Context: an optimization exercise on an open-source flow, tuned for small area, a short achievable clock period and few clock cycles per item. The choices shown serve that exercise and are no tape-out recipe.
In this exercise RTL edits were held to simulation tests only and were not proved equivalent to the original.
Power figures rest on the tool's default switching activity, not on a simulated workload.

==> run a: inputs <==
==> flow/design.v <==
`timescale 1ns/1ps
package dp_imm_pkg;
  typedef logic [64-1:0] word_t;
  typedef logic [31:0] inst_t;
  typedef logic [$clog2(32)-1:0] prn_t;   
  typedef logic [6-1:0] inst_id_t;   
endpackage
`timescale 1ns/1ps
module issue_fsm (
  input  logic                     fu,
  input  logic                     rst,
  input  logic                     issue,
  input  dp_imm_pkg::inst_t        inst,
  input  dp_imm_pkg::word_t        pc,
  input  dp_imm_pkg::prn_t         src_prn,
  input  dp_imm_pkg::prn_t         dst_prn,
  output logic                     ready,
  input  logic [32-1:0]   rf_valid_nxt,   
  output logic                     x_vld,
  output logic                     x_we,
  output dp_imm_pkg::prn_t         x_dst,
  output logic [3:0]               x_hs,      
  output logic                     x_fwd,     
  output logic                     x_adr,     
  output logic [32-1:0]   x_sel,     
  output logic [15:0]              x_imm,
  output dp_imm_pkg::word_t        x_sum      
);
  localparam logic [8:0] MOVK_OP = 9'b111100101;   
  localparam logic [8:0] MOVZ_OP = 9'b110100101;
  localparam logic [4:0] ADR_OP  = 5'b10000;       
  logic        accept;
  logic        is_movk, is_movz, is_adr, is_adrp;
  logic [20:0] imm21;
  logic        fwd;
  dp_imm_pkg::word_t base;
  logic [32:0] off;
  dp_imm_pkg::word_t sum;
  assign ready  = 1'b1;
  assign accept = issue && !rst;
  assign is_movk = (inst[31:23] == MOVK_OP);
  assign is_movz = (inst[31:23] == MOVZ_OP);
  assign is_adr  = (inst[28:24] == ADR_OP);
  assign is_adrp = is_adr && inst[31];
  assign imm21   = {inst[23:5], inst[30:29]};
  assign base = is_adrp ? {pc[64-1:12], 12'b0} : pc;
  assign off  = is_adrp ? {imm21, 12'b0} : {{12{imm21[20]}}, imm21};
  prefix_add64 adder (
    .a(base), .b({{(64-33){off[32]}}, off}), .s(sum)
  );
  assign fwd = is_movk && x_vld && x_we && (src_prn == x_dst);
  always_ff @(posedge fu) begin
    if (rst)
      x_vld <= 1'b0;
    else
      x_vld <= accept;
  end
  always_ff @(posedge fu) begin
    begin
      x_we  <= is_movk || is_movz || is_adr;
      x_dst <= dst_prn;
      x_hs  <= (is_movk || is_movz) ? (4'b0001 << inst[22:21]) : 4'b0000;
      x_fwd <= fwd;
      x_adr <= is_adr;
      x_imm <= inst[20:5];
      x_sum <= sum;
      for (int i = 0; i < 32; i++)
        x_sel[i] <= is_movk && !fwd && (src_prn == i) && rf_valid_nxt[i];
    end
  end
endmodule
module prefix_add64 (
  input  logic [63:0] a,
  input  logic [63:0] b,
  output logic [63:0] s
);
  logic [63:0] g [7];
  logic [63:0] p [7];
  assign g[0] = a & b;
  assign p[0] = a ^ b;
  for (genvar k = 0; k < 6; k++) begin : level
    for (genvar i = 0; i < 64; i++) begin : bit_
      if (i >= (1 << k)) begin : merge
        assign g[k+1][i] = g[k][i] | (p[k][i] & g[k][i - (1 << k)]);
        assign p[k+1][i] = p[k][i] & p[k][i - (1 << k)];
      end else begin : pass
        assign g[k+1][i] = g[k][i];
        assign p[k+1][i] = p[k][i];
      end
    end
  end
  assign s = p[0] ^ {g[6][62:0], 1'b0};
endmodule
`timescale 1ns/1ps
module inst_id_counter (
  input  logic                  fu,
  input  logic                  rst,
  input  logic                  done,
  output dp_imm_pkg::inst_id_t  done_id,
  output logic [15:0]           retired
);
  always_ff @(posedge fu) begin
    if (rst) begin
      done_id <= '0;
      retired <= '0;
    end else if (done) begin
      done_id <= done_id + 1'b1;   
      if (retired != '1)
        retired <= retired + 1'b1;   
    end
  end
endmodule
`timescale 1ns/1ps
module phys_reg_file (
  input  logic                     fu,
  input  logic                     rst,
  input  logic [32-1:0]   rd_sel,
  output dp_imm_pkg::word_t        rd_data,
  input  logic                     wr_en,
  input  dp_imm_pkg::prn_t         wr_prn,
  input  dp_imm_pkg::word_t        wr_data,
  output logic [32-1:0]   valid_nxt
);
  logic [32-1:0][64-1:0] regs;
  logic [32-1:0]               valid;
  logic [32-1:0]               wen;
  always_comb begin
    for (int i = 0; i < 32; i++)
      wen[i] = wr_en && (wr_prn == i);
  end
  assign valid_nxt = valid | wen;
  always_ff @(posedge fu) begin
    if (rst)
      valid <= '0;
    else
      valid <= valid_nxt;
  end
  always_ff @(posedge fu) begin
    for (int i = 0; i < 32; i++)
      if (wen[i])
        regs[i] <= wr_data;
  end
  always_comb begin
    rd_data = '0;
    for (int i = 0; i < 32; i++)
      rd_data = rd_data | ({64{rd_sel[i]}} & regs[i]);
  end
endmodule
`timescale 1ns/1ps
module dp_imm_fu (
  input  logic                     fu,
  input  logic                     rst,
  input  logic                     x_vld,
  input  logic                     x_we,
  input  dp_imm_pkg::prn_t         x_dst,
  input  logic [3:0]               x_hs,
  input  logic                     x_fwd,
  input  logic                     x_adr,
  input  logic [15:0]              x_imm,
  input  dp_imm_pkg::word_t        x_sum,
  input  dp_imm_pkg::word_t        rf_data,    
  output logic                     done,
  output dp_imm_pkg::prn_t         done_prn,
  output logic                     done_we,
  output dp_imm_pkg::word_t        done_data
);
  dp_imm_pkg::word_t opnd;
  dp_imm_pkg::word_t result;
  assign opnd = rf_data | ({64{x_fwd}} & done_data) | ({64{x_adr}} & x_sum);
  always_comb begin
    for (int h = 0; h < 4; h++)
      result[16*h +: 16] = x_hs[h] ? x_imm : opnd[16*h +: 16];
  end
  always_ff @(posedge fu) begin
    if (rst)
      done <= 1'b0;
    else
      done <= x_vld;
  end
  always_ff @(posedge fu) begin
    begin
      done_prn  <= x_dst;
      done_we   <= x_we;
      done_data <= result;
    end
  end
endmodule
`timescale 1ns/1ps
module dp_imm_slice (
  input  logic                  fu,
  input  logic                  rst,
  input  logic                  issue,
  input  dp_imm_pkg::inst_t     inst,
  input  dp_imm_pkg::word_t     pc,
  input  dp_imm_pkg::prn_t      src_prn,
  input  dp_imm_pkg::prn_t      dst_prn,
  output logic                  ready,
  output logic                  done,
  output dp_imm_pkg::inst_id_t  done_id,
  output dp_imm_pkg::prn_t      done_prn,
  output logic                  done_we,
  output dp_imm_pkg::word_t     done_data,
  output logic [15:0]           retired
);
  logic                    x_vld;
  logic                    x_we;
  dp_imm_pkg::prn_t        x_dst;
  logic [3:0]              x_hs;
  logic                    x_fwd;
  logic                    x_adr;
  logic [32-1:0]  x_sel;
  logic [15:0]             x_imm;
  dp_imm_pkg::word_t       x_sum;
  logic [32-1:0]  rf_valid_nxt;
  dp_imm_pkg::word_t       rf_data;
  issue_fsm issue_fsm_inst (
    .fu(fu), .rst(rst), .issue(issue), .inst(inst), .pc(pc),
    .src_prn(src_prn), .dst_prn(dst_prn), .ready(ready),
    .rf_valid_nxt(rf_valid_nxt),
    .x_vld(x_vld), .x_we(x_we), .x_dst(x_dst), .x_hs(x_hs),
    .x_fwd(x_fwd), .x_adr(x_adr), .x_sel(x_sel), .x_imm(x_imm), .x_sum(x_sum)
  );
  phys_reg_file phys_reg_file_inst (
    .fu(fu), .rst(rst), .rd_sel(x_sel), .rd_data(rf_data),
    .wr_en(done && done_we), .wr_prn(done_prn), .wr_data(done_data),
    .valid_nxt(rf_valid_nxt)
  );
  dp_imm_fu dp_imm_fu_inst (
    .fu(fu), .rst(rst), .x_vld(x_vld), .x_we(x_we), .x_dst(x_dst),
    .x_hs(x_hs), .x_fwd(x_fwd), .x_adr(x_adr), .x_imm(x_imm),
    .x_sum(x_sum), .rf_data(rf_data), .done(done), .done_prn(done_prn),
    .done_we(done_we), .done_data(done_data)
  );
  inst_id_counter inst_id_counter_inst (
    .fu(fu), .rst(rst), .done(done), .done_id(done_id), .retired(retired)
  );
endmodule
==> flow/run.sh <==
#!/bin/bash
# synth_recipe.tcl (not shown) runs the flow's synth.tcl, then flattens the netlist and writes it again
# the make line also repeats each setting of config.mk as NAME=value (left out here)
make -C /OpenROAD-flow-scripts/flow DESIGN_CONFIG=/design/flow/config.mk WORK_HOME=/design/flow/orfs CLKGATE_MAP_FILE= SYNTH_SCRIPT=/design/flow/synth_recipe.tcl finish
==> flow/config.mk <==
export PLATFORM = sky130hd
export DESIGN_NAME = dp_imm_slice
export DESIGN_NICKNAME = dp_imm_slice
export VERILOG_FILES = /design/flow/design.v
export SDC_FILE = /design/flow/constraint.sdc
export NUM_CORES = 4
export LEC_CHECK = 0
export CAP_MARGIN = 20
export CORE_MARGIN = 2
export CORE_UTILIZATION = 60
export SETUP_SLACK_MARGIN = 2.5
export SLEW_MARGIN = 20
==> flow/constraint.sdc <==
create_clock -name core_clock -period 5.0 [get_ports {fu}]
set_input_delay 1.0000 -clock core_clock [delete_from_list [all_inputs] [get_ports {fu}]]
set_output_delay 1.0000 -clock core_clock [all_outputs]
set_load 0.01 [all_outputs]
==> run b: changes against run a <==
Settings changed: CTS_CLUSTER_DIAMETER from default to 100, CTS_CLUSTER_SIZE from default to 30.
==> run c: changes against run a <==
--- a/flow/design.v
+++ b/flow/design.v
@@ -21,9 +21,10 @@
   output dp_imm_pkg::prn_t         x_dst,
   output logic [3:0]               x_hs,      
+  output logic [15:0]              x_imm,
   output logic                     x_fwd,     
   output logic                     x_adr,     
   output logic [32-1:0]   x_sel,     
-  output logic [15:0]              x_imm,
-  output dp_imm_pkg::word_t        x_sum      
+  output dp_imm_pkg::word_t        x_pc,
+  output logic [32:0]              x_off
 );
   localparam logic [8:0] MOVK_OP = 9'b111100101;   
@@ -34,7 +35,4 @@
   logic [20:0] imm21;
   logic        fwd;
-  dp_imm_pkg::word_t base;
-  logic [32:0] off;
-  dp_imm_pkg::word_t sum;
   assign ready  = 1'b1;
   assign accept = issue && !rst;
@@ -44,9 +42,4 @@
   assign is_adrp = is_adr && inst[31];
   assign imm21   = {inst[23:5], inst[30:29]};
-  assign base = is_adrp ? {pc[64-1:12], 12'b0} : pc;
-  assign off  = is_adrp ? {imm21, 12'b0} : {{12{imm21[20]}}, imm21};
-  prefix_add64 adder (
-    .a(base), .b({{(64-33){off[32]}}, off}), .s(sum)
-  );
   assign fwd = is_movk && x_vld && x_we && (src_prn == x_dst);
   always_ff @(posedge fu) begin
@@ -57,38 +50,17 @@
   end
   always_ff @(posedge fu) begin
-    begin
+    if (accept) begin
       x_we  <= is_movk || is_movz || is_adr;
       x_dst <= dst_prn;
       x_hs  <= (is_movk || is_movz) ? (4'b0001 << inst[22:21]) : 4'b0000;
+      x_imm <= inst[20:5];
       x_fwd <= fwd;
       x_adr <= is_adr;
-      x_imm <= inst[20:5];
-      x_sum <= sum;
+      x_pc  <= is_adrp ? {pc[64-1:12], 12'b0} : pc;
+      x_off <= is_adrp ? {imm21, 12'b0} : {{12{imm21[20]}}, imm21};
       for (int i = 0; i < 32; i++)
         x_sel[i] <= is_movk && !fwd && (src_prn == i) && rf_valid_nxt[i];
     end
   end
-endmodule
-module prefix_add64 (
-  input  logic [63:0] a,
-  input  logic [63:0] b,
-  output logic [63:0] s
-);
-  logic [63:0] g [7];
-  logic [63:0] p [7];
-  assign g[0] = a & b;
-  assign p[0] = a ^ b;
-  for (genvar k = 0; k < 6; k++) begin : level
-    for (genvar i = 0; i < 64; i++) begin : bit_
-      if (i >= (1 << k)) begin : merge
-        assign g[k+1][i] = g[k][i] | (p[k][i] & g[k][i - (1 << k)]);
-        assign p[k+1][i] = p[k][i] & p[k][i - (1 << k)];
-      end else begin : pass
-        assign g[k+1][i] = g[k][i];
-        assign p[k+1][i] = p[k][i];
-      end
-    end
-  end
-  assign s = p[0] ^ {g[6][62:0], 1'b0};
 endmodule
 `timescale 1ns/1ps
@@ -155,8 +127,9 @@
   input  dp_imm_pkg::prn_t         x_dst,
   input  logic [3:0]               x_hs,
+  input  logic [15:0]              x_imm,
   input  logic                     x_fwd,
   input  logic                     x_adr,
-  input  logic [15:0]              x_imm,
-  input  dp_imm_pkg::word_t        x_sum,
+  input  dp_imm_pkg::word_t        x_pc,
+  input  logic [32:0]              x_off,
   input  dp_imm_pkg::word_t        rf_data,    
   output logic                     done,
@@ -165,7 +138,9 @@
   output dp_imm_pkg::word_t        done_data
 );
+  dp_imm_pkg::word_t sum;
   dp_imm_pkg::word_t opnd;
   dp_imm_pkg::word_t result;
-  assign opnd = rf_data | ({64{x_fwd}} & done_data) | ({64{x_adr}} & x_sum);
+  assign sum  = x_pc + {{(64-33){x_off[32]}}, x_off};
+  assign opnd = rf_data | ({64{x_fwd}} & done_data) | ({64{x_adr}} & sum);
   always_comb begin
     for (int h = 0; h < 4; h++)
@@ -179,5 +154,5 @@
   end
   always_ff @(posedge fu) begin
-    begin
+    if (x_vld) begin
       done_prn  <= x_dst;
       done_we   <= x_we;
@@ -207,9 +182,10 @@
   dp_imm_pkg::prn_t        x_dst;
   logic [3:0]              x_hs;
+  logic [15:0]             x_imm;
   logic                    x_fwd;
   logic                    x_adr;
   logic [32-1:0]  x_sel;
-  logic [15:0]             x_imm;
-  dp_imm_pkg::word_t       x_sum;
+  dp_imm_pkg::word_t       x_pc;
+  logic [32:0]             x_off;
   logic [32-1:0]  rf_valid_nxt;
   dp_imm_pkg::word_t       rf_data;
@@ -218,6 +194,6 @@
     .src_prn(src_prn), .dst_prn(dst_prn), .ready(ready),
     .rf_valid_nxt(rf_valid_nxt),
-    .x_vld(x_vld), .x_we(x_we), .x_dst(x_dst), .x_hs(x_hs),
-    .x_fwd(x_fwd), .x_adr(x_adr), .x_sel(x_sel), .x_imm(x_imm), .x_sum(x_sum)
+    .x_vld(x_vld), .x_we(x_we), .x_dst(x_dst), .x_hs(x_hs), .x_imm(x_imm),
+    .x_fwd(x_fwd), .x_adr(x_adr), .x_sel(x_sel), .x_pc(x_pc), .x_off(x_off)
   );
   phys_reg_file phys_reg_file_inst (
@@ -228,6 +204,6 @@
   dp_imm_fu dp_imm_fu_inst (
     .fu(fu), .rst(rst), .x_vld(x_vld), .x_we(x_we), .x_dst(x_dst),
-    .x_hs(x_hs), .x_fwd(x_fwd), .x_adr(x_adr), .x_imm(x_imm),
-    .x_sum(x_sum), .rf_data(rf_data), .done(done), .done_prn(done_prn),
+    .x_hs(x_hs), .x_imm(x_imm), .x_fwd(x_fwd), .x_adr(x_adr), .x_pc(x_pc),
+    .x_off(x_off), .rf_data(rf_data), .done(done), .done_prn(done_prn),
     .done_we(done_we), .done_data(done_data)
   );
Settings changed: CORE_UTILIZATION 60 to 45, SETUP_SLACK_MARGIN 2.5 to default.
==> run d: changes against run a <==
--- a/flow/design.v
+++ b/flow/design.v
@@ -23,7 +23,15 @@
   output logic                     x_fwd,     
   output logic                     x_adr,     
+  output logic                     x_adrp,
   output logic [32-1:0]   x_sel,     
   output logic [15:0]              x_imm,
-  output dp_imm_pkg::word_t        x_sum      
+  output logic [10:0]              x_lo,
+  output logic                     x_c11,
+  output logic [9:0]               x_u0,      
+  output logic                     x_c0,
+  output logic [9:0]               x_u1,      
+  output logic                     x_c1,
+  output logic                     x_neg,     
+  output logic [64-22:0]     x_hi       
 );
   localparam logic [8:0] MOVK_OP = 9'b111100101;   
@@ -34,7 +42,7 @@
   logic [20:0] imm21;
   logic        fwd;
-  dp_imm_pkg::word_t base;
-  logic [32:0] off;
-  dp_imm_pkg::word_t sum;
+  logic [20:0] a21;
+  logic [11:0] lo;
+  logic [10:0] u0, u1;
   assign ready  = 1'b1;
   assign accept = issue && !rst;
@@ -44,9 +52,8 @@
   assign is_adrp = is_adr && inst[31];
   assign imm21   = {inst[23:5], inst[30:29]};
-  assign base = is_adrp ? {pc[64-1:12], 12'b0} : pc;
-  assign off  = is_adrp ? {imm21, 12'b0} : {{12{imm21[20]}}, imm21};
-  prefix_add64 adder (
-    .a(base), .b({{(64-33){off[32]}}, off}), .s(sum)
-  );
+  assign a21 = inst[31] ? pc[32:12] : pc[20:0];
+  prefix_add #(.W(11)) add_lo (.a(a21[10:0]),  .b(imm21[10:0]),  .cin(1'b0), .s(lo));
+  prefix_add #(.W(10)) add_u0 (.a(a21[20:11]), .b(imm21[20:11]), .cin(1'b0), .s(u0));
+  prefix_add #(.W(10)) add_u1 (.a(a21[20:11]), .b(imm21[20:11]), .cin(1'b1), .s(u1));
   assign fwd = is_movk && x_vld && x_we && (src_prn == x_dst);
   always_ff @(posedge fu) begin
@@ -64,5 +71,13 @@
       x_adr <= is_adr;
       x_imm <= inst[20:5];
-      x_sum <= sum;
+      x_adrp <= inst[31];
+      x_lo  <= lo[10:0];
+      x_c11 <= lo[11];
+      x_u0  <= u0[9:0];
+      x_c0  <= u0[10];
+      x_u1  <= u1[9:0];
+      x_c1  <= u1[10];
+      x_neg <= imm21[20];
+      x_hi  <= pc[64-1:21];
       for (int i = 0; i < 32; i++)
         x_sel[i] <= is_movk && !fwd && (src_prn == i) && rf_valid_nxt[i];
@@ -70,15 +85,19 @@
   end
 endmodule
-module prefix_add64 (
-  input  logic [63:0] a,
-  input  logic [63:0] b,
-  output logic [63:0] s
-);
-  logic [63:0] g [7];
-  logic [63:0] p [7];
-  assign g[0] = a & b;
-  assign p[0] = a ^ b;
-  for (genvar k = 0; k < 6; k++) begin : level
-    for (genvar i = 0; i < 64; i++) begin : bit_
+module prefix_add #(
+  parameter int W = 8
+) (
+  input  logic [W-1:0] a,
+  input  logic [W-1:0] b,
+  input  logic         cin,
+  output logic [W:0]   s
+);
+  localparam int L = $clog2(W + 1);
+  logic [W:0] g [L+1];
+  logic [W:0] p [L+1];
+  assign g[0] = {a & b, cin};
+  assign p[0] = {a ^ b, 1'b0};
+  for (genvar k = 0; k < L; k++) begin : level
+    for (genvar i = 0; i <= W; i++) begin : bit_
       if (i >= (1 << k)) begin : merge
         assign g[k+1][i] = g[k][i] | (p[k][i] & g[k][i - (1 << k)]);
@@ -90,5 +109,5 @@
     end
   end
-  assign s = p[0] ^ {g[6][62:0], 1'b0};
+  assign s = {g[L][W], p[0][W:1] ^ g[L][W-1:0]};
 endmodule
 `timescale 1ns/1ps
@@ -158,14 +177,54 @@
   input  logic                     x_adr,
   input  logic [15:0]              x_imm,
-  input  dp_imm_pkg::word_t        x_sum,
+  input  logic                     x_adrp,
+  input  logic [10:0]              x_lo,
+  input  logic                     x_c11,
+  input  logic [9:0]               x_u0,
+  input  logic                     x_c0,
+  input  logic [9:0]               x_u1,
+  input  logic                     x_c1,
+  input  logic                     x_neg,
+  input  logic [64-22:0]     x_hi,
   input  dp_imm_pkg::word_t        rf_data,    
   output logic                     done,
   output dp_imm_pkg::prn_t         done_prn,
   output logic                     done_we,
-  output dp_imm_pkg::word_t        done_data
+  output dp_imm_pkg::word_t        done_data,
+  output logic                     wr_vld,     
+  output dp_imm_pkg::word_t        wr_data     
 );
   dp_imm_pkg::word_t opnd;
   dp_imm_pkg::word_t result;
-  assign opnd = rf_data | ({64{x_fwd}} & done_data) | ({64{x_adr}} & x_sum);
+  localparam int HW = 64 - 21;   
+  logic [20:0]    low;           
+  logic           c21;
+  logic           inc, dec;
+  logic [HW-1:0]  t1, t0;
+  logic [HW-1:0]  ones_below;    
+  logic [HW-1:0]  zeros_below;   
+  logic [HW-1:0]  hi;
+  dp_imm_pkg::word_t sum;
+  assign low = {x_c11 ? x_u1 : x_u0, x_lo};
+  assign c21 = x_c11 ? x_c1 : x_c0;
+  assign inc = c21 && !x_neg;
+  assign dec = !c21 && x_neg;
+  always_comb begin
+    for (int j = 0; j < HW; j++) begin
+      t1[j] = x_hi[j] || (x_adrp && j < 12);
+      t0[j] = !x_hi[j] || (x_adrp && j < 12);
+    end
+    ones_below[0]  = 1'b1;
+    zeros_below[0] = 1'b1;
+    for (int i = 1; i < HW; i++) begin
+      ones_below[i]  = ones_below[i-1] && t1[i-1];
+      zeros_below[i] = zeros_below[i-1] && t0[i-1];
+    end
+  end
+  assign hi = x_hi ^ (({HW{inc}} & ones_below) | ({HW{dec}} & zeros_below));
+  assign sum[64-1:33] = hi[HW-1:12];
+  assign sum[32:21] = x_adrp ? low[20:9] : hi[11:0];
+  assign sum[20:12] = x_adrp ? low[8:0]  : low[20:12];
+  assign sum[11:0]  = x_adrp ? 12'b0     : low[11:0];
+  assign opnd = rf_data | ({64{x_fwd}} & wr_data) | ({64{x_adr}} & sum);
   always_comb begin
     for (int h = 0; h < 4; h++)
@@ -173,8 +232,13 @@
   end
   always_ff @(posedge fu) begin
-    if (rst)
-      done <= 1'b0;
-    else
-      done <= x_vld;
+    if (rst) begin
+      done    <= 1'b0;
+      wr_vld  <= 1'b0;
+      wr_data <= '0;
+    end else begin
+      done    <= x_vld;
+      wr_vld  <= x_vld && x_we;
+      wr_data <= result;
+    end
   end
   always_ff @(posedge fu) begin
@@ -211,7 +275,17 @@
   logic [32-1:0]  x_sel;
   logic [15:0]             x_imm;
-  dp_imm_pkg::word_t       x_sum;
+  logic                    x_adrp;
+  logic [10:0]             x_lo;
+  logic                    x_c11;
+  logic [9:0]              x_u0;
+  logic                    x_c0;
+  logic [9:0]              x_u1;
+  logic                    x_c1;
+  logic                    x_neg;
+  logic [64-22:0]    x_hi;
   logic [32-1:0]  rf_valid_nxt;
   dp_imm_pkg::word_t       rf_data;
+  logic                    wr_vld;
+  dp_imm_pkg::word_t       wr_data;
   issue_fsm issue_fsm_inst (
     .fu(fu), .rst(rst), .issue(issue), .inst(inst), .pc(pc),
@@ -219,9 +293,10 @@
     .rf_valid_nxt(rf_valid_nxt),
     .x_vld(x_vld), .x_we(x_we), .x_dst(x_dst), .x_hs(x_hs),
-    .x_fwd(x_fwd), .x_adr(x_adr), .x_sel(x_sel), .x_imm(x_imm), .x_sum(x_sum)
+    .x_fwd(x_fwd), .x_adr(x_adr), .x_sel(x_sel), .x_imm(x_imm), .x_adrp(x_adrp), .x_lo(x_lo), .x_c11(x_c11), .x_u0(x_u0), .x_c0(x_c0),
+    .x_u1(x_u1), .x_c1(x_c1), .x_neg(x_neg), .x_hi(x_hi)
   );
   phys_reg_file phys_reg_file_inst (
     .fu(fu), .rst(rst), .rd_sel(x_sel), .rd_data(rf_data),
-    .wr_en(done && done_we), .wr_prn(done_prn), .wr_data(done_data),
+    .wr_en(wr_vld), .wr_prn(done_prn), .wr_data(wr_data),
     .valid_nxt(rf_valid_nxt)
   );
@@ -229,6 +304,8 @@
     .fu(fu), .rst(rst), .x_vld(x_vld), .x_we(x_we), .x_dst(x_dst),
     .x_hs(x_hs), .x_fwd(x_fwd), .x_adr(x_adr), .x_imm(x_imm),
-    .x_sum(x_sum), .rf_data(rf_data), .done(done), .done_prn(done_prn),
-    .done_we(done_we), .done_data(done_data)
+    .x_adrp(x_adrp), .x_lo(x_lo), .x_c11(x_c11), .x_u0(x_u0), .x_c0(x_c0),
+    .x_u1(x_u1), .x_c1(x_c1), .x_neg(x_neg), .x_hi(x_hi), .rf_data(rf_data), .done(done), .done_prn(done_prn),
+    .done_we(done_we), .done_data(done_data),
+    .wr_vld(wr_vld), .wr_data(wr_data)
   );
   inst_id_counter inst_id_counter_inst (
Settings changed: CTS_CLUSTER_DIAMETER from default to 80, CTS_CLUSTER_SIZE from default to 24, SETUP_SLACK_MARGIN 2.5 to 2.7.
==> comparison table <==
metric                                                                                                       run b                       run d                        run c                       run a
Status                                                                            no timing/DRC/antenna violations  no timing/DRC/antenna violations  no timing/DRC/antenna violations  no timing/DRC/antenna violations
Finished layout cell area                                                                              96500 sq um                102000 sq um                 101000 sq um                101000 sq um
Internal power of the cells                                                                               24900 uW                    26400 uW                     31500 uW                    30700 uW
Cell Count, Final, Fillers Out                                                                                7261                        7572                         8129                        7537
Worst-case hold path end point                                                          dp_imm_fu_inst.done_prn[4]  dp_imm_fu_inst.done_prn[0]  phys_reg_file_inst.valid[4]  dp_imm_fu_inst.done_prn[4]
Power in the clock group                                                                                   9080 uW                    10900 uW                     16700 uW                    16500 uW
Number of stages on the worst setup path                                                                        20                          12                           11                          18
Crit path launch type                                                                                primary input                        flop                         flop               primary input
Cell area reported after detailed placement                                                            90300 sq um                 91200 sq um                  94200 sq um                 90300 sq um
DR WL met3                                                                                                48300 um                    58400 um                     46200 um                    50900 um
Worst slew margin relative to its limit                                                                      18.1%                       11.7%                        13.2%                       16.3%
Number of cells on the worst reg-to-reg path                                                                     5                          12                           11                           6
Leakage power total                                                                                      0.0358 uW                   0.0361 uW                    0.0324 uW                   0.0381 uW
Fraction of synthesized cell area in xor and xnor cells                                                     0.869%                      0.729%                       0.723%                      0.869%
Chip Height                                                                                                 377 um                      381 um                       444 um                      377 um
Routability-driven placement congestion ratio                                                                0.893                       0.926                        0.879                       0.893
Dominant cell type by count on the critical path                                                                 -      sky130_fd_sc_hd__buf_6     sky130_fd_sc_hd__a21oi_1     sky130_fd_sc_hd__a21o_1
ClkCell Share                                                                                                2.61%                       3.42%                        7.04%                       7.10%
Number of register bits inferred by synthesis                                                                 2298                        2378                         2331                        2298
Worst setup slack after layout                                                                             1.05 ns                     2.27 ns                     0.959 ns                     1.13 ns
Post-synth EDFFs                                                                                              2048                        2048                         2275                        2048
Reg power frac                                                                                               66.6%                       64.4%                        53.0%                       54.1%
Number of antenna violations at the first check in global routing                                               18                          25                           15                          17
Layout clock buffers                                                                                           152                         191                          279                         322
Post-synthesis share of cell area spent on full adders, half adders and majority gates                      0.996%                      0.428%                       0.956%                      0.996%
Clock transition at the registers of the reported paths                                                    0.11 ns                     0.11 ns                      0.06 ns                     0.06 ns
Testbench counts of run a, summed over its fixed seeds: cycles 12,016, items 12,000.
Testbench counts of run b, summed over its fixed seeds: cycles 12,016, items 12,000.
Testbench counts of run c, summed over its fixed seeds: cycles 12,016, items 12,000.
Testbench counts of run d, summed over its fixed seeds: cycles 12,016, items 12,000.

-- re-timing with driven ports --
The flow's constraints put no driver on any port. The routed layouts listed below were extracted and timed again, unchanged, in two steps. Step 1 sets driving cells, clkbuf_16 on the clock port and buf_2 on the other inputs (assumed; they add their load-dependent delay and slew). Step 2 moves the port delays by t, midway between the first and last clock arrival at a register: inputs arrive t later, outputs are due t later. That takes back most of the time a late clock gives input paths. Three values: ideal, step 1, step 2; two values: the first two.
run | t, ns | setup WS [ns] | hold WS [ns] | worst slew at a driven data input, ns
run a | 0.931 | 1.130 / 1.178 / 0.246 | 0.355 / 0.355 / 0.355 | 0.07
run b | 0.833 | 1.051 / 1.099 / 0.266 | 0.362 / 0.362 / 0.362 | 0.08
run c | 0.944 | 0.959 / 0.959 / 0.959 | 0.454 / 0.454 / 0.454 | 0.06
run d | 0.875 | 2.275 / 2.275 / 1.831 | 0.361 / 0.326 / 0.361 | 0.15
After both steps every run listed still meets setup and hold. For run a, which loses most, drivers alone change the setup slack by +0.048 ns; drivers and shift together by -0.884 ns.
